This is an optimization exercise on Yosys and OpenROAD, whose aim is small area, a short achievable clock period and few clock cycles, not a production implementation.
Where RTL was checked, it was by simulation tests only, not by an equivalence proof against the original.
The RTL of runs 5 and 6 was laid out without a check of its function.
Power is estimated from default activity; no workload was simulated.

===== flow/run.sh =====
#!/bin/bash
# synth_recipe.tcl (not shown) runs the flow's synth.tcl, then flattens the netlist and writes it again
# the make line also repeats each setting of config.mk as NAME=value (left out here)
make -C /OpenROAD-flow-scripts/flow DESIGN_CONFIG=/design/flow/config.mk WORK_HOME=/design/flow/orfs CLKGATE_MAP_FILE= SYNTH_SCRIPT=/design/flow/synth_recipe.tcl finish

===== flow/config.mk =====
export PLATFORM = sky130hd
export DESIGN_NAME = axiToAhbBridge
export DESIGN_NICKNAME = axiToAhbBridge
export VERILOG_FILES = /design/flow/design.v
export SDC_FILE = /design/flow/constraint.sdc
export NUM_CORES = 4
export LEC_CHECK = 0
export CAP_MARGIN = 20
export CORE_MARGIN = 2
export CORE_UTILIZATION = 40
export SLEW_MARGIN = 20

===== flow/constraint.sdc =====
create_clock -name core_clock -period 5.5 [get_ports {ACLK}]
set_input_delay 1.1000 -clock core_clock [delete_from_list [all_inputs] [get_ports {ACLK}]]
set_output_delay 1.1000 -clock core_clock [all_outputs]
set_load 0.01 [all_outputs]

===== flow/design.v =====
`default_nettype none
package axiAhbPkg;
    localparam int AddrWidth    = 32;
    localparam int DataWidth    = 32;
    localparam int IdWidth      = 4;
    localparam int MaxBeats     = 16;
    localparam int BeatIdxWidth = 4;
    typedef enum logic [1:0]
    {
        OKAY   = 2'd0,
        SLVERR = 2'd2
    } axiResp_e;
    typedef enum logic [1:0]
    {
        IDLE   = 2'd0,
        NONSEQ = 2'd2
    } ahbTrans_e;
    typedef enum logic [2:0]
    {
        BYTE = 3'd0,
        HALF = 3'd1,
        WORD = 3'd2
    } axiSize_e;
    typedef struct packed
    {
        logic [IdWidth-1:0]      id;
        logic [AddrWidth-1:0]    addr;
        logic [BeatIdxWidth-1:0] len;
        axiSize_e                size;
    } burstReq_t;
    typedef struct packed
    {
        logic [DataWidth-1:0] data;
        logic                 err;
    } readBeat_t;
endpackage
`default_nettype wire
`timescale 1ns/1ps
`default_nettype none
module axiToAhbBridge (
    input  wire         ACLK,
    input  wire         rst,
    input  wire         awValid,
    output logic        awReady,
    input  wire  [3:0]  awId,
    input  wire  [31:0] awAddr,
    input  wire  [3:0]  awLen,
    input  wire  [2:0]  awSize,
    input  wire         wValid,
    output logic        wReady,
    input  wire  [31:0] wData,
    input  wire         wLast,
    output logic        bValid,
    input  wire         bReady,
    output logic [3:0]  bId,
    output logic [1:0]  bResp,
    input  wire         arValid,
    output logic        arReady,
    input  wire  [3:0]  arId,
    input  wire  [31:0] arAddr,
    input  wire  [3:0]  arLen,
    input  wire  [2:0]  arSize,
    output logic        rValid,
    input  wire         rReady,
    output logic [3:0]  rId,
    output logic [31:0] rData,
    output logic [1:0]  rResp,
    output logic        rLast,
    output logic [31:0] hAddr,
    output logic        hWrite,
    output logic [2:0]  hSize,
    output logic [1:0]  hTrans,
    output logic [31:0] hWData,
    input  wire  [31:0] hRData,
    input  wire         hReady,
    input  wire         hResp
);
    logic [31:0] addr;       
    logic [3:0]  cnt;        
    logic [1:0]  size;
    logic [3:0]  id;
    logic        wr;         
    logic        ap;         
    logic        dp;         
    logic        rp;         
    logic        err;        
    logic [31:0] data;       
    logic busy;
    logic ldW;
    logic ldR;
    logic issue;
    logic accept;
    logic dpDone;
    logic respValid;
    logic respReady;
    assign busy = ap | dp | rp;
    assign awReady = !busy && (!arValid || !wr);
    assign arReady = !busy && (!awValid || wr);
    assign ldW     = awValid && awReady;
    assign ldR     = arValid && arReady;
    assign issue  = ap && (wr ? wValid
                              : (dp ? (hReady && rReady) : (!rp || rReady)));
    assign accept = issue && hReady;
    assign dpDone = dp && hReady;
    assign hTrans = issue ? 2'b10 : 2'b00;
    assign hAddr  = addr;
    assign hWrite = wr;
    assign hSize  = {1'b0, size};
    assign hWData = data;
    assign wReady = wr && ap && hReady;
    assign respValid = rp || (dpDone && (!wr || !ap));
    assign respReady = wr ? bReady : rReady;
    assign bValid = wr && respValid;
    assign bId    = id;
    assign bResp  = {err || (dp && hResp), 1'b0};
    assign rValid = !wr && respValid;
    assign rId    = id;
    assign rData  = rp ? data : hRData;
    assign rResp  = {rp ? err : hResp, 1'b0};
    assign rLast  = !ap;
    always_ff @(posedge ACLK)
    begin
        if (rst)
        begin
            ap <= 1'b0;
            dp <= 1'b0;
            rp <= 1'b0;
        end
        else
        begin
            if (ldW || ldR)
                ap <= 1'b1;
            else if (accept && (cnt == 4'd0))
                ap <= 1'b0;
            dp <= accept || (dp && !hReady);
            rp <= respValid && !respReady;
        end
    end
    always_ff @(posedge ACLK)
    begin
        if (ldW || ldR)
        begin
            addr <= ldW ? awAddr : arAddr;
            cnt  <= ldW ? awLen : arLen;
            size <= ldW ? awSize[1:0] : arSize[1:0];
            id   <= ldW ? awId : arId;
            wr   <= ldW;
            err  <= 1'b0;
        end
        else
        begin
            if (accept)
            begin
                addr[11:0] <= addr[11:0] + (12'd1 << size);
                cnt        <= cnt - 4'd1;
            end
            if (wr)
                err <= err || (dp && hResp);
            else if (dpDone)
                err <= hResp;
        end
        if (wr ? accept : dpDone)
            data <= wr ? wData : hRData;
    end
endmodule
`default_nettype wire

==> out/qor.txt, run 1 <==
largest net degree at the start of global routing: 44
Avg Cell Area, Syn: 11.1 sq um
top-count cell post-synth: nand2_1
#FFs+latches synth: 79
GP Congestion: 0.775
CP top delay family: buffers and inverters
register area share after synthesis: 0.526
Total Wirelength: 13300 um
starting density of the core: 0.409
clock-pin slew of the registers on the worst-case setup and hold paths: 0.09 ns
initial antenna violation count: 0
Top FF cell, synth: edfxtp_1
HP Class: flip-flop to flip-flop
Slowest cell on crit path: clkdlybuf4s50_1
Vias/cell: 4.88
RSZ-0062 raised after global routing: no
worst path arrival time: 2.71 ns
gr usage total: 0.218
first-pass GRT wire length: 19700 um
ys async rst share: 0
CP bufs+invs: 2
Clock Sink Count: 79
PD cells: 262 nW/um^2
simple-gate share of the synthesized area: 0.152
routed length per instance: 16.5 um
Worst-Skew Late Latency: 0.35 ns
Post-DRT Antenna Nets: 0
die width: 109 um
ranking of synthesized cells by area: edfxtp_1 51%, mux2_2 17%, nand2_1 9.7%
Synthesis Warnings: 1
1st-iter DRT viols: 142
count of final setup violators: 0
Die ar.: 11900 sq um
TritonCTS buffer count: 9
WS Path Type: primary input to primary output
commonest cells in the netlist: 114 x nand2_1, 75 x edfxtp_1, 65 x mux2_2
Post-Synth Adder-Cell Area: 0.0215
fraction of layout cells with a size suffix above 1: 0.144
1st-pass router iterations: 5
number of distinct library cells after synthesis: 44
Slew Viols, Final: 0
total power: 1950 uW
die height: 109 um
Post-DP Area: 7210 sq um
crit share post-route: 0.692
Worst VDD drop: 0.144 mV
Ports: 280
outcome: timing/DRC/antenna clean
Post-layout nets: 827
Antenna diodes: 0
cell row count: 38
worst clock skew: 0.0123 ns
final setup TNS: 0 ns
Post-Synth XOR/XNOR Area: 0.0217
P_leak: 0.00284 uW
total gr overflow: 0
DPL Wire Length: 10300 um
final hold vios: 0
r2r setup slk: 2.68 ns
IO Port Bufs: 272
post-CTS setup-driven buffer insertion count: 0
Synth area leader: edfxtp_1
Resized cells post-CTS: 0
Compound-Gate Fraction of Synth Area: 0.0601
min cycle time layout: 3.81 ns
Slew HR: 0.317
mux cell area share after synthesis: 0.170
Root Driver: clkbuf_8
clock buffer depth: 2
Hold-fix buffers, CTS: 0
Max Clk Rate: 263 MHz
Core Area: 10800 sq um
Finished Cell Area: 7420 sq um
Util after Layout: 0.685
CTS tree: built
WP data required: 4.40 ns
drt drc: 0
CP cell instances: clkdlybuf4s50_1, nand2_1, o211ai_1, o211a_1, clkdlybuf4s50_1
crit start category: primary input
Vias: 3932
vias in the first global route: 3853
CP max FO: 8
Post-Syn Instances: 398
max incr delay on CP: 0.62 ns
largest family of logic cells by synthesized area: multiplexers
P&R area growth vs syn: 67.4%
Yosys top cell area share: 0.508
Post-Syn Area: 4430 sq um
Max Cap Viol: 0
CTS H-tree lvls: 3
Worst-Margin Slew: 1.02 ns
most used cell, CP: clkdlybuf4s50_1
number of synthesized flops with an enable pin: 75
CP Capture Type: primary output
-- cells by family (layout without fill, tap and decap cells) --
logic type               after synthesis  count (layout)
AND/OR/NAND/NOR                      153             153
flip-flops                            79              79
buffers and inverters                 39             303
AO/OA/AOI/OAI                         41              41
XOR/XNOR                              11              11
multiplexers                          67              67
adder cells (fa/ha/maj)                7               7
other                                  1               4
-- cell usage in the layout, fill, tap and decap left out, types with 4 or more instances in the layout --
| cell | count |
|---|---|
| a21oi_2 | 4 |
| buf_4 | 4 |
| inv_1 | 9 |
| edfxtp_1 | 75 |
| nor2b_1 | 5 |
| a31oi_1 | 5 |
| nand2_1 | 114 |
| clkdlybuf4s50_1 | 272 |
| and3_1 | 12 |
| xnor2_1 | 9 |
| mux2_2 | 65 |
| conb_1 | 4 |
| clkbuf_8 | 11 |
| nor2_1 | 10 |
| ha_1 | 6 |
| a21oi_1 | 16 |
-- final cells by class --
| type | instances | area (sq um) |
|---|---|---|
| Clock buffer | 11 | 151 |
| Clock inverter | 5 | 56.3 |
| Fill cell | 895 | 3420 |
| Inverter | 11 | 42.5 |
| Multi-Input combinational cell | 283 | 1910 |
| Sequential cell | 79 | 2330 |
| Tap cell | 140 | 175 |
| Timing Repair Buffer | 276 | 2750 |
-- worst min-delay path: cells and delay by family, from the launching register on --
family,cells,cell delay [ns]
AOI/OAI and AO/OA,2,0.22
DFF,1,0.33
-- sequential cells by signal, indices dropped and copies added, names as in the netlist, named ones only --
name and cells:
size 2, wr 1, id 4, ap 1
rp 1, addr 32, cnt 4, err 1
data 32
-- routing by layer --
| layer | track usage | share of wire | routed length, um | vias to the layer above |
|---|---|---|---|---|
| li1 | - | - | - | 1915 |
| met1 | 0.242 | 0.36 | 4840 | 1791 |
| met2 | 0.385 | 0.50 | 6670 | 195 |
| met3 | 0.0705 | 0.10 | 1360 | 31 |
| met4 | 0.0904 | 0.029 | 385 | 0 |
| met5 | 0 | 0 | 0 | - |
-- worst paths after layout --
path	cells past startpoint	to	startpoint
min reg2reg	2	err$_SDFFE_PN0P_	err$_SDFFE_PN0P_
max	5	hTrans[1]	hReady
min	2	err$_SDFFE_PN0P_	err$_SDFFE_PN0P_
max reg2reg	6	addr[4]$_DFFE_PP_	rp$_SDFF_PP0_
-- power by group --
part           total (uW)  switching, uW  internal (uW)
sequential            820           47.9            772
combinational         672            290            382
clock                 455            221            234
total                1950            559           1390
-- stage by stage --
step / setup slack, ns / std cells / hold WS (ns)
floorplan: 1.92 / 401 / 0.541
global placement: 1.76 / 789 / 0.571
detailed placement: 1.70 / 789 / 0.573
CTS: 1.69 / 805 / 0.586
global route: 1.63 / 805 / 0.644
finish: 1.69 / 805 / 0.588
Testbench counts, summed over its fixed seeds: cycles 20,074.
==> run 2, diff against run 1 <==
==> flow/flow/run.sh (new file) <==
#!/bin/bash
set -euo pipefail
export BUFFER_PORTS_ARGS="-buffer_cell sky130_fd_sc_hd__buf_1"
if ! bash standard.sh finish > make_finish.log 2>&1; then
  tail -50 make_finish.log
  exit 1
fi
==> flow/standard.sh (new file) <==
#!/bin/bash
# synth_recipe.tcl (not shown) runs the flow's synth.tcl, then flattens the netlist and writes it again
# the make line also repeats each setting of config.mk as NAME=value (left out here)
make -C /OpenROAD-flow-scripts/flow DESIGN_CONFIG=/design/flow/config.mk WORK_HOME=/design/flow/orfs CLKGATE_MAP_FILE= SYNTH_SCRIPT=/design/flow/synth_recipe.tcl "${@:-finish}"
removed: flow/run.sh
==> run 2 against run 1 <==
Net effect:
- still clean
- non-clock buffer count down 1
- clock power grew 2%
- via count down 1.3%
- sequential power is 0.5% higher
- synthesized area is the same
- fmax is 24% higher
- cell count is 0.25% lower
- critical endpoint unchanged
- largest power group unchanged
==> out/qor.txt, run 2 <==
outcome: timing/DRC/antenna clean
Vias: 3882
commonest cells in the netlist: 114 x nand2_1, 75 x edfxtp_1, 65 x mux2_2
Worst VDD drop: 0.121 mV
met2 GRT Util: 0.331
commonest non-fill, non-tap cell in the layout: buf_1
Max Cap Viol: 0
Slowest cell on crit path: buf_1
Post-DP Area: 5510 sq um
Hold Path Cell Cnt: 2
CP cell instances: buf_1, nand2_1, o211ai_1, o211a_1, buf_1
fraction of layout cells with a size suffix above 1: 0.142
Slew Viols, Final: 0
P&R area growth vs syn: 29.1%
Post-Syn Instances: 398
FF-to-FF path depth: 6
Switching Fraction: 0.307
Hold-fix buffers, CTS: 0
Post-DRT Antenna Nets: 0
Fillers: 1018
crit share post-route: 0.557
Setup WS pre-CTS: 2.23 ns
P_leak: 0.00209 uW
Ports: 280
Worst-Margin Slew: 0.925 ns
Resized cells post-CTS: 0
Synthesis Warnings: 1
TritonCTS buffer count: 9
PD cells: 310 nW/um^2
Hold Path End: err$_SDFFE_PN0P_
worst r2r dst: addr[1]$_DFFE_PP_
M1 GR Usage: 0.208
R2R Path Start: rp$_SDFF_PP0_
largest net degree at the start of global routing: 44
clock-pin slew of the registers on the worst-case setup and hold paths: 0.08 ns
Clock Sink Count: 79
Core Area: 10800 sq um
net switching power: 544 uW
HP Class: flip-flop to flip-flop
final setup TNS: 0 ns
number of distinct library cells after synthesis: 44
total gr overflow: 0
starting density of the core: 0.409
Yosys top cell area share: 0.508
Clock power frac: 0.262
Root Driver: clkbuf_8
ranking of synthesized cells by area: edfxtp_1 51%, mux2_2 17%, nand2_1 9.7%
GR Util met3: 0.0550
Die ar.: 11900 sq um
cell row count: 38
Util after Layout: 0.528
initial antenna violation count: 0
total power: 1770 uW
most frequent cells in the layout: 272 x buf_1, 114 x nand2_1, 75 x edfxtp_1
Synth area leader: edfxtp_1
routed length per instance: 14.1 um
max incr delay on CP: 0.26 ns
#FFs+latches synth: 79
Slew HR: 0.383
Post-layout nets: 826
vias in the first global route: 3523
register area share after synthesis: 0.526
Avg Cell Area, Syn: 11.1 sq um
first-pass GRT wire length: 16700 um
die height: 109 um
die width: 109 um
WP data required: 4.40 ns
internal power: 1230 uW
RSZ-0062 raised after global routing: no
Top FF cell, synth: edfxtp_1
drt drc: 0
DPL Wire Length: 8690 um
Final WS setup: 2.44 ns
count of final setup violators: 0
r2r setup slk: 2.67 ns
ys async rst share: 0
WS Path Type: primary input to primary output
CTS tree: built
min cycle time layout: 3.06 ns
Antenna diodes: 0
1st-iter DRT viols: 123
Worst-Skew Late Latency: 0.35 ns
IO Port Bufs: 272
number of synthesized flops with an enable pin: 75
most used cell, CP: buf_1
Finished Cell Area: 5720 sq um
Top Registers: addr x32, data x32
crit start category: primary input
Vias/cell: 4.83
Post-Syn Area: 4430 sq um
worst path arrival time: 1.96 ns
GR peak layer: met2
combinational share of power: 0.273
CP max FO: 8
worst clock skew: 0.0129 ns
top-count cell post-synth: nand2_1
CTS H-tree lvls: 3
1st-pass router iterations: 4
min-delay src: err$_SDFFE_PN0P_
post-CTS setup-driven buffer insertion count: 0
final hold vios: 0
Total Wirelength: 11300 um
gr usage total: 0.184
Flop pwr share: 0.465
CP Capture Type: primary output
GP Congestion: 0.728
Max Clk Rate: 326 MHz
clock buffer depth: 2
run 2: changes by cell type in the layout (fill, tap and decap cells not counted):
cell             delta
buf_8               +1
clkdlybuf4s50_1   -272
clkbuf_8            -2
buf_1             +272
bufinv_16           +1
buf_4               -2
run 2: cells by family after synthesis:
kind of cell,share of synthesized area
AOI/OAI and AO/OA,0.0601
adders and majority gates,0.0215
other,0.000846
and+or+nand+nor,0.152
muxes,0.170
DFF,0.526
xor gates and xnor gates,0.0217
buffers and inverters,0.0485
run 2: worst max-delay path: cells and delay by family:
kind                   cells  cell delay (ns)
buffers and inverters      2             0.45
AND/OR/NAND/NOR            1             0.08
AO/OA/AOI/OAI              2             0.33
run 2: routing by layer:
layer	routed length (um)	up-vias	share of wire
li1	-	1913	-
met3	976	9	0.086
met1	4510	1783	0.40
met4	115	0	0.010
met2	5730	177	0.51
met5	0	-	0
run 2: worst max-delay path by stage:
stage / startpoint / endpoint / slack [ns] / cells past startpoint
floorplan: rReady / data[0]$_DFFE_PP_ / 1.92 / 4
finish: hReady / hTrans[1] / 2.44 / 5
detailed placement: awValid / cnt[3]$_DFFE_PP_ / 2.23 / 6
global placement: hReady / data[29]$_DFFE_PP_ / 2.21 / 5
CTS: hReady / hTrans[1] / 2.44 / 5
global route: rp$_SDFF_PP0_ / addr[1]$_DFFE_PP_ / 2.33 / 6
run 2: cell type report:
class                      instances  area [sq um]  area share
clock buffer                       9           124      0.0216
clock inverter                     6          86.3      0.0151
inverter                          11          42.5     0.00743
multi-input combinational        283          1910       0.334
sequential                        79          2330       0.408
tap                              140           175      0.0306
timing repair buffer             275          1050       0.184
run 2: per-stage QoR:
step | std cells | hold slack (ns)
2_1_floorplan | 401 | 0.541
3_3_place_gp | 787 | 0.560
3_5_place_dp | 788 | 0.585
4_1_cts | 803 | 0.596
5_1_grt | 803 | 0.647
6_report | 803 | 0.603
run 2: power by group through the flow:
stage	Combinational [uW]	Sequential (uW)	Clock (uW)
after detailed placement	490	837	0
after global placement	480	833	0
final	484	824	464
after global routing	548	833	507
after floorplan	304	859	0
after CTS	492	824	478
==> run 3, diff against run 2 <==
--- a/flow/config.mk
+++ b/flow/config.mk
@@ -8,4 +8,5 @@
 export CAP_MARGIN = 20
 export CORE_MARGIN = 2
 export CORE_UTILIZATION = 40
+export SETUP_SLACK_MARGIN = 3.0
 export SLEW_MARGIN = 20
==> run 3 against run 2 <==
Net effect:
- critical path type unchanged
- sequential cell count is the same
- largest power group unchanged
- die area is the same
- count of clock-buffer cells in the layout up 1
- via count grew 4.9%
==> out/qor.txt, run 3 <==
Worst-Margin Slew: 0.800 ns
Root Driver: clkbuf_8
CP cell instances: buf_6, nor2b_1, o211ai_1, o211a_1, buf_6
Avg Cell Area, Syn: 11.1 sq um
Fillers: 925
most frequent cells in the layout: 209 x buf_1, 113 x nand2_1, 75 x edfxtp_1
largest net degree at the start of global routing: 48
starting density of the core: 0.409
Max Clk Rate: 349 MHz
Core Area: 10800 sq um
number of synthesized flops with an enable pin: 75
WP data required: 4.40 ns
count of final setup violators: 0
PD cells: 292 nW/um^2
CP top delay family: compound AO/OA/AOI/OAI gates
min cycle time layout: 2.86 ns
most used cell, CP: buf_6
1st-pass router iterations: 6
Post-Syn Area: 4430 sq um
CP bufs+invs: 2
Top Registers: addr x32, data x32
drt drc: 0
Antenna diodes: 0
Clock Sink Count: 79
P_leak: 0.00261 uW
top-count cell post-synth: nand2_1
ys async rst share: 0
Post-Syn Instances: 398
fraction of layout cells with a size suffix above 1: 0.274
FF-to-FF path depth: 8
CP Capture Type: primary output
Util after Layout: 0.602
Ports: 280
GP Congestion: 0.745
max incr delay on CP: 0.22 ns
Slew HR: 0.466
die width: 109 um
Vias: 4071
Slowest cell on crit path: o211a_1
Worst-Skew Late Latency: 0.35 ns
cell row count: 38
Worst VDD drop: 0.156 mV
final setup TNS: 0 ns
HP Class: flip-flop to flip-flop
crit share post-route: 0.521
Max Cap Viol: 0
crit start category: primary input
IO Port Bufs: 272
CTS tree: built
vias in the first global route: 3672
Hold-fix buffers, CTS: 0
first-pass GRT wire length: 17600 um
#FFs+latches synth: 79
Top FF cell, synth: edfxtp_1
routed length per instance: 16.2 um
Post-DRT Antenna Nets: 0
number of distinct library cells after synthesis: 44
clock-pin slew of the registers on the worst-case setup and hold paths: 0.08 ns
Hold Path Cell Cnt: 2
worst r2r dst: addr[4]$_DFFE_PP_
commonest non-fill, non-tap cell in the layout: buf_1
worst clock skew: 0.00743 ns
Total Wirelength: 13500 um
Synth area leader: edfxtp_1
WS Path Type: primary input to primary output
Post-layout nets: 852
total gr overflow: 0
Yosys top cell area share: 0.508
CTS H-tree lvls: 3
worst path arrival time: 1.76 ns
r2r setup slk: 3.16 ns
Synthesis Warnings: 1
CP max FO: 3
R2R Path Start: rp$_SDFF_PP0_
die height: 109 um
outcome: timing/DRC/antenna clean
1st-iter DRT viols: 237
total power: 1910 uW
register area share after synthesis: 0.526
TritonCTS buffer count: 9
final hold vios: 0
Slew Viols, Final: 0
Vias/cell: 4.90
P&R area growth vs syn: 47.3%
initial antenna violation count: 0
Die ar.: 11900 sq um
RSZ-0062 raised after global routing: yes
ranking of synthesized cells by area: edfxtp_1 51%, mux2_2 17%, nand2_1 9.7%
commonest cells in the netlist: 114 x nand2_1, 75 x edfxtp_1, 65 x mux2_2
clock buffer depth: 2
gr usage total: 0.195
DPL Wire Length: 8770 um
-- run 3: cell counts after synthesis --
Identical to the previous run, type by type.
-- run 3: stage by stage --
step,instance area (sq um),worst slack (ns),std cells,hold slack (ns)
floorplan,4460,2.83,401,0.541
global placement,5500,2.25,787,0.561
detailed placement,5500,2.19,787,0.572
CTS,5890,2.64,807,0.584
global route,6530,2.59,830,0.627
finish,6530,2.64,830,0.590
-- run 3: cells by family after synthesis --
| group | share of synthesized area |
|---|---|
| compound gates | 0.0601 |
| xor+xnor | 0.0217 |
| fa+ha+maj | 0.0215 |
| buf+inv | 0.0485 |
| flops | 0.526 |
| mux | 0.170 |
| other cells | 0.000846 |
| simple gates | 0.152 |
-- run 3: tightest hold or removal path, cell delays in order, from the launching register on --
cell      delay [ns]
dfxtp_2         0.38
nand2b_1        0.10
a21oi_1         0.07
-- run 3: what timing repair did --
item	CTS	global route
pin swaps	4	8
buffers inserted	3	22
gates cloned	1	1
setup endpoints to repair	131	99
hold endpoints to repair	0	0
resized for setup	27	153
-- run 3: worst max path at each step --
stage	start	to	slack, ns	cells after the start
6_report	rReady	hTrans[1]	2.64	5
5_1_grt	rReady	hTrans[1]	2.59	5
4_1_cts	rReady	hTrans[1]	2.64	5
3_5_place_dp	hReady	data[28]$_DFFE_PP_	2.19	5
3_3_place_gp	hReady	data[26]$_DFFE_PP_	2.25	5
2_1_floorplan	rReady	data[0]$_DFFE_PP_	2.83	4
-- run 3: metal layers --
metal	track usage	up-vias	part of all wire	wire length, um
met4	0.0705	0	0.013	172
met2	0.353	170	0.53	7150
li1	-	1969	-	-
met5	0	-	0	0
met3	0.0442	13	0.070	948
met1	0.225	1919	0.39	5200
-- run 3: area by class of cell --
| class | instances | area (sq um) | area share |
|---|---|---|---|
| multi-input combinational | 285 | 2050 | 0.313 |
| inverter | 11 | 56.3 | 0.00862 |
| timing repair buffer | 299 | 1680 | 0.257 |
| clock inverter | 6 | 109 | 0.0167 |
| tap | 140 | 175 | 0.0268 |
| sequential | 79 | 2340 | 0.358 |
| clock buffer | 10 | 128 | 0.0195 |
-- run 3: where the power goes --
part,internal [uW],switching (uW)
Combinational,261,306
Sequential,771,51.7
Clock,301,215
==> run 4, diff against run 3 <==
--- a/flow/config.mk
+++ b/flow/config.mk
@@ -8,5 +8,5 @@
 export CAP_MARGIN = 20
 export CORE_MARGIN = 2
 export CORE_UTILIZATION = 40
-export SETUP_SLACK_MARGIN = 3.0
+export SETUP_SLACK_MARGIN = 2.6
 export SLEW_MARGIN = 20
==> run 4 against run 3 <==
Net effect:
- still clean
- fmax is 0.84% higher
- combinational power is 12% lower
- count of clock-buffer cells in the layout is 1 lower
- synthesized cell count stayed put
- critical path depth stayed put
- total power is 3.8% lower
- cell count is 2.7% lower
- clock skew hardly changed
- non-clock buffer count is 20 lower
- critical path type unchanged
- critical endpoint unchanged
==> out/qor.txt, run 4 <==
outcome: timing/DRC/antenna clean
1st-iter DRT viols: 161
Top Registers: addr x32, data x32
r2r setup slk: 3.08 ns
Clock power frac: 0.279
min cycle time layout: 2.84 ns
Antenna diodes: 0
Hold Path Cell Cnt: 2
clock buffer depth: 2
ranking of synthesized cells by area: edfxtp_1 51%, mux2_2 17%, nand2_1 9.7%
IO Port Bufs: 272
max incr delay on CP: 0.21 ns
Worst-Margin Slew: 0.785 ns
Hold Path End: err$_SDFFE_PN0P_
net switching power: 553 uW
most frequent cells in the layout: 269 x buf_1, 114 x nand2_1, 75 x edfxtp_1
Compound-Gate Fraction of Synth Area: 0.0601
commonest non-fill, non-tap cell in the layout: buf_1
Final WS setup: 2.66 ns
Worst VDD drop: 0.163 mV
Post-Syn Instances: 398
mux cell area share after synthesis: 0.170
P_leak: 0.00214 uW
Max Clk Rate: 352 MHz
Flop pwr share: 0.450
CTS H-tree lvls: 3
DPL Wire Length: 8950 um
CP top delay family: compound AO/OA/AOI/OAI gates
WP data required: 4.40 ns
total power: 1830 uW
crit path from: hReady
DRT met1 WL: 4580 um
Top FF cell, synth: edfxtp_1
crit share post-route: 0.516
Root Driver: clkbuf_8
CP Capture Type: primary output
Slowest cell on crit path: o211a_1
Setup WS pre-CTS: 2.31 ns
cell row count: 38
Switching Fraction: 0.302
die height: 109 um
number of distinct library cells after synthesis: 44
Core Area: 10800 sq um
initial antenna violation count: 0
min-delay src: err$_SDFFE_PN0P_
worst path arrival time: 1.74 ns
starting density of the core: 0.409
routed length per instance: 14.5 um
Post-layout nets: 830
first-pass GRT wire length: 17300 um
Max Cap Viol: 0
count of final setup violators: 0
Synth area leader: edfxtp_1
WL met2: 6000 um
largest family of logic cells by synthesized area: multiplexers
Post-Synth Adder-Cell Area: 0.0215
metal3 WL: 973 um
final hold vios: 0
Synthesis Warnings: 1
clock-pin slew of the registers on the worst-case setup and hold paths: 0.08 ns
Fillers: 1013
total gr overflow: 0
Vias/cell: 4.81
GP Congestion: 0.774
simple-gate share of the synthesized area: 0.152
R2R Path Start: rp$_SDFF_PP0_
RSZ-0062 raised after global routing: no
final setup TNS: 0 ns
ys async rst share: 0
vias in the first global route: 3720
Clock Sink Count: 79
P&R area growth vs syn: 31.1%
Post-DRT Antenna Nets: 0
PD cells: 316 nW/um^2
HP Class: flip-flop to flip-flop
Vias: 3890
Post-Synth XOR/XNOR Area: 0.0217
commonest cells in the netlist: 114 x nand2_1, 75 x edfxtp_1, 65 x mux2_2
FF-to-FF path depth: 6
number of synthesized flops with an enable pin: 75
WS Path Type: primary input to primary output
internal power: 1280 uW
Post-Syn Area: 4430 sq um
Avg Cell Area, Syn: 11.1 sq um
CTS tree: built
Hold-fix buffers, CTS: 0
fraction of layout cells with a size suffix above 1: 0.151
worst r2r dst: data[27]$_DFFE_PP_
TritonCTS buffer count: 9
crit start category: primary input
CP max FO: 8
Slew HR: 0.477
Total Wirelength: 11800 um
Ports: 280
1st-pass router iterations: 4
combinational share of power: 0.271
largest net degree at the start of global routing: 44
register area share after synthesis: 0.526
gr usage total: 0.191
Die ar.: 11900 sq um
drt drc: 0
worst clock skew: 0.00793 ns
top layer reached by signal wires: met4
CP bufs+invs: 2
Slew Viols, Final: 0
CP cell instances: clkbuf_4, nand2_1, o211ai_1, o211a_1, buf_6
#FFs+latches synth: 79
die width: 109 um
Worst-Skew Late Latency: 0.35 ns
top-count cell post-synth: nand2_1
Yosys top cell area share: 0.508
## run 4: cell types whose count changed in the layout (fill, tap and decap cells not counted), moves of 3 or more
cell      change
a21oi_2       -3
buf_12        -5
a21oi_1       +3
mux2_2       +21
buf_6        -45
mux2_4       -21
buf_1        +60
buf_2         -5
clkbuf_2     -11
buf_4        -15
## run 4: worst min-delay path: cells and delay by family, from the launching register on
kind	cells	cell delay [ns]
flops	1	0.33
compound gates	2	0.22
## run 4: cell type report
cell class | instances | area [sq um] | share of cell area
flip-flops and latches | 79 | 2340 | 0.402
clock inverters | 7 | 111 | 0.0192
repair buffers | 279 | 1110 | 0.191
clock buffers | 9 | 124 | 0.0213
inverters | 11 | 43.8 | 0.00753
multi-input cells | 283 | 1910 | 0.329
well taps | 140 | 175 | 0.0301
## run 4: through the flow
| step | area [sq um] | instances | hold slack (ns) | util |
|---|---|---|---|---|
| floorplan | 4460 | 401 | 0.541 | - |
| global placement | 5500 | 787 | 0.561 | 0.507 |
| detailed placement | 5520 | 788 | 0.581 | 0.510 |
| CTS | 5800 | 808 | 0.593 | 0.535 |
| global route | 5810 | 808 | 0.667 | 0.536 |
| finish | 5810 | 808 | 0.591 | 0.536 |
## run 4: how the worst max path moves through the flow
| stage | end | slack, ns | depth (start not counted) |
|---|---|---|---|
| floorplan | data[0]$_DFFE_PP_ | 2.83 | 4 |
| global placement | data[30]$_DFFE_PP_ | 2.21 | 5 |
| detailed placement | cnt[1]$_DFFE_PP_ | 2.31 | 7 |
| CTS | hTrans[1] | 2.61 | 5 |
| global route | hTrans[1] | 2.61 | 5 |
| finish | hTrans[1] | 2.66 | 5 |
## run 4: layer usage
layer | up-vias | track usage
met3 | 13 | 0.0568
li1 | 1919 | -
met2 | 178 | 0.350
met5 | - | 0
met4 | 0 | 0.0642
met1 | 1780 | 0.209
## run 4: cells by family (layout without fill, tap and decap cells)
logic type      after synthesis  after routing
fa+ha+maj                     7              7
buf+inv                      39            306
simple gates                153            153
compound gates               41             41
xor+xnor                     11             11
flops                        79             79
mux                          67             67
other cells                   1              4
## run 4: power groups by stage
stage,clock network [uW],registers [uW],logic [uW]
finish,511,825,498
floorplan,0,858,306
detailed placement,0,844,487
global placement,0,843,473
global route,549,836,557
CTS,524,827,502
## run 4: repair_timing
item / CTS / global route
setup endpoints to repair: 36 / 11
resized for setup: 5 / 3
setup buffers: 4 / 0
pin swaps: 1 / 1
==> run 5, diff against run 4 <==
--- a/flow/design.v
+++ b/flow/design.v
@@ -85,29 +85,35 @@
     logic        rp;         
     logic        err;        
     logic [31:0] data;       
-    logic busy;
-    logic ldW;
-    logic ldR;
-    logic issue;
-    logic accept;
-    logic dpDone;
-    logic respValid;
-    logic respReady;
+    logic        busy;
+    logic [31:0] cAddr;
+    logic [3:0]  cCnt;
+    logic [1:0]  cSize;
+    logic        cWr;
+    logic        cAp;
+    logic        issue;
+    logic        accept;
+    logic        dpDone;
+    logic        respValid;
+    logic        respReady;
     assign busy = ap | dp | rp;
-    assign awReady = !busy && (!arValid || !wr);
-    assign arReady = !busy && (!awValid || wr);
-    assign ldW     = awValid && awReady;
-    assign ldR     = arValid && arReady;
-    assign issue  = ap && (wr ? wValid
-                              : (dp ? (hReady && rReady) : (!rp || rReady)));
+    assign awReady = !busy;
+    assign arReady = !busy && !awValid;
+    assign cAddr = busy ? addr : (awValid ? awAddr : arAddr);
+    assign cCnt  = busy ? cnt : (awValid ? awLen : arLen);
+    assign cSize = busy ? size : (awValid ? awSize[1:0] : arSize[1:0]);
+    assign cWr   = busy ? wr : awValid;
+    assign cAp   = busy ? ap : (awValid || arValid);
+    assign issue  = cAp && (cWr ? wValid
+                                : (dp ? (hReady && rReady) : (!rp || rReady)));
     assign accept = issue && hReady;
     assign dpDone = dp && hReady;
     assign hTrans = issue ? 2'b10 : 2'b00;
-    assign hAddr  = addr;
-    assign hWrite = wr;
-    assign hSize  = {1'b0, size};
+    assign hAddr  = cAddr;
+    assign hWrite = cWr;
+    assign hSize  = {1'b0, cSize};
     assign hWData = data;
-    assign wReady = wr && ap && hReady;
+    assign wReady = cWr && cAp && hReady;
     assign respValid = rp || (dpDone && (!wr || !ap));
     assign respReady = wr ? bReady : rReady;
     assign bValid = wr && respValid;
@@ -128,39 +134,29 @@
         end
         else
         begin
-            if (ldW || ldR)
-                ap <= 1'b1;
-            else if (accept && (cnt == 4'd0))
-                ap <= 1'b0;
+            ap <= cAp && !(accept && (cCnt == 4'd0));
             dp <= accept || (dp && !hReady);
             rp <= respValid && !respReady;
         end
     end
     always_ff @(posedge ACLK)
     begin
-        if (ldW || ldR)
+        addr[31:12] <= cAddr[31:12];
+        addr[11:0]  <= cAddr[11:0] + (accept ? (12'd1 << cSize) : 12'd0);
+        cnt         <= cCnt - {3'd0, accept};
+        size        <= cSize;
+        wr          <= cWr;
+        if (!busy)
         begin
-            addr <= ldW ? awAddr : arAddr;
-            cnt  <= ldW ? awLen : arLen;
-            size <= ldW ? awSize[1:0] : arSize[1:0];
-            id   <= ldW ? awId : arId;
-            wr   <= ldW;
-            err  <= 1'b0;
+            id  <= awValid ? awId : arId;
+            err <= 1'b0;
         end
-        else
-        begin
-            if (accept)
-            begin
-                addr[11:0] <= addr[11:0] + (12'd1 << size);
-                cnt        <= cnt - 4'd1;
-            end
-            if (wr)
-                err <= err || (dp && hResp);
-            else if (dpDone)
-                err <= hResp;
-        end
-        if (wr ? accept : dpDone)
-            data <= wr ? wData : hRData;
+        else if (wr)
+            err <= err || (dp && hResp);
+        else if (dpDone)
+            err <= hResp;
+        if (cWr ? accept : dpDone)
+            data <= cWr ? wData : hRData;
     end
 endmodule
 `default_nettype wire
==> flow/run.sh (new file) <==
#!/bin/bash
# synth_recipe.tcl (not shown) runs the flow's synth.tcl, then flattens the netlist and writes it again
# the make line also repeats each setting of config.mk as NAME=value (left out here)
make -C /OpenROAD-flow-scripts/flow DESIGN_CONFIG=/design/flow/config.mk WORK_HOME=/design/flow/orfs CLKGATE_MAP_FILE= SYNTH_SCRIPT=/design/flow/synth_recipe.tcl finish
--- a/flow/config.mk
+++ b/flow/config.mk
@@ -8,5 +8,4 @@
 export CAP_MARGIN = 20
 export CORE_MARGIN = 2
 export CORE_UTILIZATION = 40
-export SETUP_SLACK_MARGIN = 2.6
 export SLEW_MARGIN = 20
removed: flow/flow/run.sh
removed: flow/standard.sh
==> run 5 against run 4 <==
Net effect:
- clock power rose by 11%
- highest routed layer unchanged
- critical endpoint is now hAddr[7]
- via count rose by 7.1%
- hold slack got worse by 0.12 ns
- largest power group is now combinational cells
==> out/qor.txt, run 5 <==
outcome: timing/DRC/antenna clean
P&R area growth vs syn: 70.4%
Hold Path End: addr[30]$_DFF_P_
commonest cells in the netlist: 139 x nand2_1, 43 x dfxtp_1, 41 x mux2_2
PD cells: 305 nW/um^2
Vias/cell: 4.81
Core Area: 10700 sq um
die height: 108 um
RSZ-0062 raised after global routing: no
max incr delay on CP: 0.95 ns
Post-DRT Antenna Nets: 0
total power: 2250 uW
Antenna diodes: 0
post-CTS setup-driven buffer insertion count: 0
fraction of layout cells with a size suffix above 1: 0.0977
internal power: 1570 uW
clock-pin slew of the registers on the worst-case setup and hold paths: 0.08 ns
Worst-Skew Late Latency: 0.37 ns
placed insts: 850
Post-layout nets: 889
Ports: 280
Post-Syn Instances: 466
final hold vios: 0
Slowest cell on crit path: dfxtp_2
final std cells w/o fill: 867
1st-pass router iterations: 4
Synthesis Warnings: 1
clock buffer depth: 2
Slew Viols, Final: 0
worst r2r dst: addr[9]$_DFF_P_
ranking of synthesized cells by area: edfxtp_1 25%, dfxtp_1 20%, nand2_1 12%
#FFs+latches synth: 79
worst path arrival time: 3.59 ns
Fillers: 912
Finished Cell Area: 7390 sq um
worst clock skew: 0.00874 ns
Vias: 4167
DPL Wire Length: 9840 um
WP data required: 4.40 ns
combinational share of power: 0.385
min-delay src: addr[30]$_DFF_P_
initial antenna violation count: 0
R2R Path Start: rp$_SDFF_PP0_
WS Path Type: flip-flop to primary output
most frequent cells in the layout: 271 x clkdlybuf4s50_1, 139 x nand2_1, 42 x dfxtp_1
Flop pwr share: 0.363
top-count cell post-synth: nand2_1
CP max FO: 76
P_leak: 0.00301 uW
Post-Syn Area: 4340 sq um
number of distinct library cells after synthesis: 46
Top FF cell, synth: dfxtp_1
Post-DP Area: 7100 sq um
Worst VDD drop: 0.199 mV
IO Port Bufs: 272
r2r setup slk: 1.54 ns
CP Capture Type: primary output
Worst-Margin Slew: 0.952 ns
FF-to-FF path depth: 12
starting density of the core: 0.405
ys async rst share: 0
number of synthesized flops with an enable pin: 36
CP cell instances: or3_2, buf_4, inv_1, mux2_2, clkdlybuf4s50_1
Switching Fraction: 0.302
routed length per instance: 15.0 um
CTS H-tree lvls: 3
min cycle time layout: 4.69 ns
gr usage total: 0.215
TritonCTS buffer count: 9
crit start category: flip-flop
first-pass GRT wire length: 19600 um
Max Cap Viol: 0
HP Class: flip-flop to flip-flop
commonest non-fill, non-tap cell in the layout: clkdlybuf4s50_1
Top Registers: addr x32, data x32
Avg Cell Area, Syn: 9.31 sq um
GP Congestion: 0.799
Slew HR: 0.366
vias in the first global route: 3976
Synth area leader: edfxtp_1
total gr overflow: 0
Max Clk Rate: 213 MHz
Hold Path Cell Cnt: 2
cell row count: 38
register area share after synthesis: 0.448
Die ar.: 11700 sq um
Yosys top cell area share: 0.249
Total Wirelength: 13000 um
Hold-fix buffers, CTS: 0
Clock power frac: 0.252
1st-iter DRT viols: 176
final setup TNS: 0 ns
drt drc: 0
CTS tree: built
net switching power: 680 uW
count of final setup violators: 0
Resized cells post-CTS: 0
crit share post-route: 0.853
Root Driver: clkbuf_8
die width: 108 um
Clock Sink Count: 79
largest net degree at the start of global routing: 77
## run 5: worst max-delay path by stage
stage | startpoint | to | slack, ns | cells past startpoint
floorplan | awValid | data[0]$_DFFE_PP_ | 0.87 | 5
global placement | rp$_SDFF_PP0_ | hAddr[1] | 1.23 | 6
detailed placement | rp$_SDFF_PP0_ | hAddr[1] | 1.17 | 6
CTS | rp$_SDFF_PP0_ | hAddr[1] | 0.75 | 6
global route | rp$_SDFF_PP0_ | hAddr[1] | 0.53 | 6
finish | rp$_SDFF_PP0_ | hAddr[7] | 0.81 | 5
## run 5: metrics by stage
| stage | setup WS [ns] | util | hold WS (ns) |
|---|---|---|---|
| after global placement | 1.23 | 0.663 | 0.445 |
| after CTS | 0.748 | 0.688 | 0.472 |
| final | 0.808 | 0.691 | 0.466 |
| after floorplan | 0.869 | - | 0.501 |
| after global routing | 0.528 | 0.691 | 0.495 |
| after detailed placement | 1.17 | 0.663 | 0.451 |
## run 5: power groups by stage
stage | sequential [uW] | combinational [uW] | clock [uW]
2_1_floorplan | 826 | 428 | 0
3_3_place_gp | 825 | 852 | 0
3_5_place_dp | 831 | 866 | 0
4_1_cts | 818 | 872 | 582
5_1_grt | 829 | 949 | 599
6_report | 816 | 866 | 568
## run 5: cells by family (layout without fill, tap and decap cells)
kind of cell | Yosys count | after routing | share of synthesized area
multiplexers | 79 | 79 | 0.197
XOR/XNOR | 12 | 12 | 0.0242
AO/OA/AOI/OAI | 59 | 59 | 0.0791
flip-flops | 79 | 79 | 0.448
AND/OR/NAND/NOR | 183 | 183 | 0.175
buffers and inverters | 46 | 304 | 0.0537
other | 1 | 4 | 0.000865
adder cells (fa/ha/maj) | 7 | 7 | 0.0219
## run 5: critical path, delay by kind of cell (launching register included)
family	cells	cell delay [ns]
buf+inv	3	1.54
mux	1	0.39
flops	1	0.95
simple gates	1	0.30
## run 5: cell type report
class | count | area [sq um] | area share
multi-input cells | 344 | 2190 | 0.296
well taps | 140 | 175 | 0.0237
repair buffers | 278 | 2780 | 0.377
inverters | 10 | 37.5 | 0.00508
flip-flops and latches | 79 | 1940 | 0.263
clock buffers | 12 | 166 | 0.0225
clock inverters | 4 | 98.8 | 0.0134
## run 5: layer usage
layer	share of wire	global-route usage
met1	0.41	0.256
met2	0.50	0.363
met3	0.073	0.0561
met4	0.027	0.0998
met5	0	0
==> run 6, diff against run 5 <==
==> flow/flow/run.sh (new file) <==
#!/bin/bash
set -euo pipefail
export BUFFER_PORTS_ARGS="-buffer_cell sky130_fd_sc_hd__buf_1"
if ! bash standard.sh finish > make_finish.log 2>&1; then
  tail -50 make_finish.log
  exit 1
fi
==> flow/standard.sh (new file) <==
#!/bin/bash
# synth_recipe.tcl (not shown) runs the flow's synth.tcl, then flattens the netlist and writes it again
# the make line also repeats each setting of config.mk as NAME=value (left out here)
make -C /OpenROAD-flow-scripts/flow DESIGN_CONFIG=/design/flow/config.mk WORK_HOME=/design/flow/orfs CLKGATE_MAP_FILE= SYNTH_SCRIPT=/design/flow/synth_recipe.tcl "${@:-finish}"
--- a/flow/config.mk
+++ b/flow/config.mk
@@ -8,4 +8,5 @@
 export CAP_MARGIN = 20
 export CORE_MARGIN = 2
 export CORE_UTILIZATION = 40
+export SETUP_SLACK_MARGIN = 3.0
 export SLEW_MARGIN = 20
removed: flow/run.sh
==> run 6 against run 5 <==
Net effect:
- first-iteration DRC count up 20%
- setup slack better by 1.5 ns
- die area unchanged
- register-to-register slack better by 0.98 ns
- design area down 0.80%
- largest power group unchanged
==> out/qor.txt, run 6 <==
count of final setup violators: 0
Post-Syn Instances: 466
top-count cell post-synth: nand2_1
worst r2r dst: addr[10]$_DFF_P_
Synthesis Warnings: 1
FF-to-FF path depth: 14
Hold-fix buffers, CTS: 0
max incr delay on CP: 0.18 ns
CTS tree: built
first-pass GRT wire length: 21100 um
Vias/cell: 4.90
number of distinct library cells after synthesis: 46
TritonCTS buffer count: 9
Slowest cell on crit path: o21ai_1
IO Port Bufs: 272
Total Wirelength: 15000 um
drt drc: 0
crit start category: primary input
worst path arrival time: 2.10 ns
#FFs+latches synth: 79
final setup TNS: 0 ns
total power: 2210 uW
initial antenna violation count: 0
r2r setup slk: 2.52 ns
Worst VDD drop: 0.176 mV
largest net degree at the start of global routing: 30
Hold Path Cell Cnt: 2
outcome: timing/DRC/antenna clean
Post-Syn Area: 4340 sq um
1st-iter DRT viols: 212
final hold vios: 0
starting density of the core: 0.405
HP Class: flip-flop to flip-flop
fraction of layout cells with a size suffix above 1: 0.369
Die ar.: 11700 sq um
die height: 108 um
clock buffer depth: 2
WS Path Type: primary input to primary output
GP Congestion: 0.794
Ports: 280
vias in the first global route: 4457
Worst-Margin Slew: 0.501 ns
commonest cells in the netlist: 139 x nand2_1, 43 x dfxtp_1, 41 x mux2_2
routed length per instance: 15.7 um
CP Capture Type: primary output
Seq. cell area: 1950 sq um
Max Cap Viol: 0
RSZ-0062 raised after global routing: yes
WP data required: 4.40 ns
worst clock skew: 0.0112 ns
register area share after synthesis: 0.448
Worst-Skew Late Latency: 0.35 ns
cell row count: 38
Final WS setup: 2.30 ns
Yosys top cell area share: 0.249
ranking of synthesized cells by area: edfxtp_1 25%, dfxtp_1 20%, nand2_1 12%
Clock Sink Count: 79
clock-pin slew of the registers on the worst-case setup and hold paths: 0.07 ns
Max Clk Rate: 313 MHz
1st-pass router iterations: 4
Hold Path End: addr[14]$_DFF_P_
min cycle time layout: 3.20 ns
Setup WS pre-CTS: 1.46 ns
total gr overflow: 0
die width: 108 um
number of synthesized flops with an enable pin: 36
Slew Viols, Final: 0
Vias: 4663
Top FF cell, synth: dfxtp_1
crit share post-route: 0.581
Root Driver: clkbuf_8
Post-layout nets: 974
CP max FO: 6
P_leak: 0.00324 uW
Post-DRT Antenna Nets: 0
P&R area growth vs syn: 69.0%
area occupied by multi-input gates: 2570 sq um
Slew HR: 0.664
gr usage total: 0.232
Synth area leader: edfxtp_1
ys async rst share: 0
Top Registers: addr x32, data x32
CP cell instances: clkbuf_16, buf_12, buf_8, buf_6, mux2i_2, o21ai_1, buf_2
Hold WS: 0.445 ns
CTS H-tree lvls: 3
Fillers: 830
DPL Wire Length: 9040 um
commonest non-fill, non-tap cell in the layout: buf_1
PD cells: 301 nW/um^2
Antenna diodes: 0
min-delay src: addr[14]$_DFF_P_
Avg Cell Area, Syn: 9.31 sq um
Core Area: 10700 sq um
most frequent cells in the layout: 179 x buf_1, 138 x nand2_1, 66 x buf_4
run 6: how the worst max path moves through the flow:
stage                  from          endpoint  slack [ns]  cells past startpoint
finish              awValid         hAddr[11]        2.30                      7
global route        awValid  addr[10]$_DFF_P_        2.25                     14
CTS                 awValid          hAddr[7]        2.33                      5
detailed placement  awValid   addr[9]$_DFF_P_        1.46                     11
global placement    awValid   addr[9]$_DFF_P_        1.55                     11
floorplan           awValid  addr[10]$_DFF_P_        2.23                     14
run 6: logic make-up after synthesis:
kind of cell | count (synthesis) | share of synthesized area
buffers and inverters | 46 | 0.0537
DFF | 79 | 0.448
muxes | 79 | 0.197
and+or+nand+nor | 183 | 0.175
xor gates and xnor gates | 12 | 0.0242
adders and majority gates | 7 | 0.0219
AOI/OAI and AO/OA | 59 | 0.0791
other | 1 | 0.000865
run 6: cell type report:
type	instances	share of cell area
multi-input combinational	347	0.351
inverter	10	0.00666
tap	140	0.0239
sequential	79	0.266
clock inverter	1	0.000683
timing repair buffer	360	0.330
clock buffer	15	0.0213
run 6: what timing repair did:
| action | CTS | global route |
|---|---|---|
| setup endpoints to repair | 157 | 102 |
| buffers inserted | 47 | 30 |
| pin swaps | 13 | 18 |
| cloned | 8 | 0 |
| resized for setup | 126 | 150 |
run 6: per-stage QoR:
stage | area, sq um | cells | utilization
CTS | 6620 | 922 | 0.618
finish | 7330 | 952 | 0.685
detailed placement | 5500 | 851 | 0.515
global placement | 5500 | 851 | 0.515
floorplan | 4510 | 469 | -
global route | 7330 | 952 | 0.685
run 6: routing by layer:
layer,up-vias,GRT usage,share of wire
met5,-,0,0
met4,0,0.108,0.026
met3,34,0.0374,0.064
met2,199,0.418,0.52
met1,2158,0.270,0.39
li1,2272,-,-
run 6: critical path: cells and delay by family:
family                 cells  cell delay [ns]
buffers and inverters      5             0.67
AOI/OAI and AO/OA          1             0.18
muxes                      1             0.14
run 6: power breakdown:
part	leakage, uW	switching, uW	internal (uW)
clock	0.0000817	203	177
sequential	0.000698	54.6	762
combinational	0.00246	504	507
total	0.00324	762	1450

separate check: timing with driven ports:
The flow's constraints put no driver on any port. The routed layouts listed below were extracted and timed again, unchanged, in two steps. Step 1 (the two cells are an assumption about what drives the block):
set clk [get_ports {ACLK}]
set_driving_cell -lib_cell sky130_fd_sc_hd__clkbuf_16 $clk
set_driving_cell -lib_cell sky130_fd_sc_hd__buf_2 [delete_from_list [all_inputs] $clk]
Step 2 times the ports against the registers' clock, not the clock port: input delays grow and output delays shrink by t, the midpoint of the rising clock arrivals with the driver on. Slacks: ideal ports / drivers / drivers and shift; pairs: ideal ports / drivers.
run | t, ns | slack for setup (ns) | worst setup path after step 2 | clock arrival spread, ns | worst data-port slew with drivers (ns)
run 1 | 0.383 | 1.694 / 1.628 / 1.628 | input to output | 0.014 / 0.014 | 0.07
run 2 | 0.373 | 2.436 / 2.384 / 2.297 | input to register | 0.013 / 0.013 | 0.06
run 3 | 0.381 | 2.636 / 2.572 / 2.572 | input to output | 0.009 / 0.009 | 0.08
run 4 | 0.380 | 2.660 / 2.622 / 2.429 | input to register | 0.009 / 0.009 | 0.07
run 5 | 0.397 | 0.808 / 0.776 / 1.173 | register to output | 0.014 / 0.014 | 0.07
run 6 | 0.376 | 2.304 / 2.257 / 1.945 | input to register | 0.011 / 0.011 | 0.08
After both steps setup and hold are still met in every run listed. The setup slack of run 6, which loses most, moves by -0.047 ns with the drivers and by -0.359 ns with both steps.
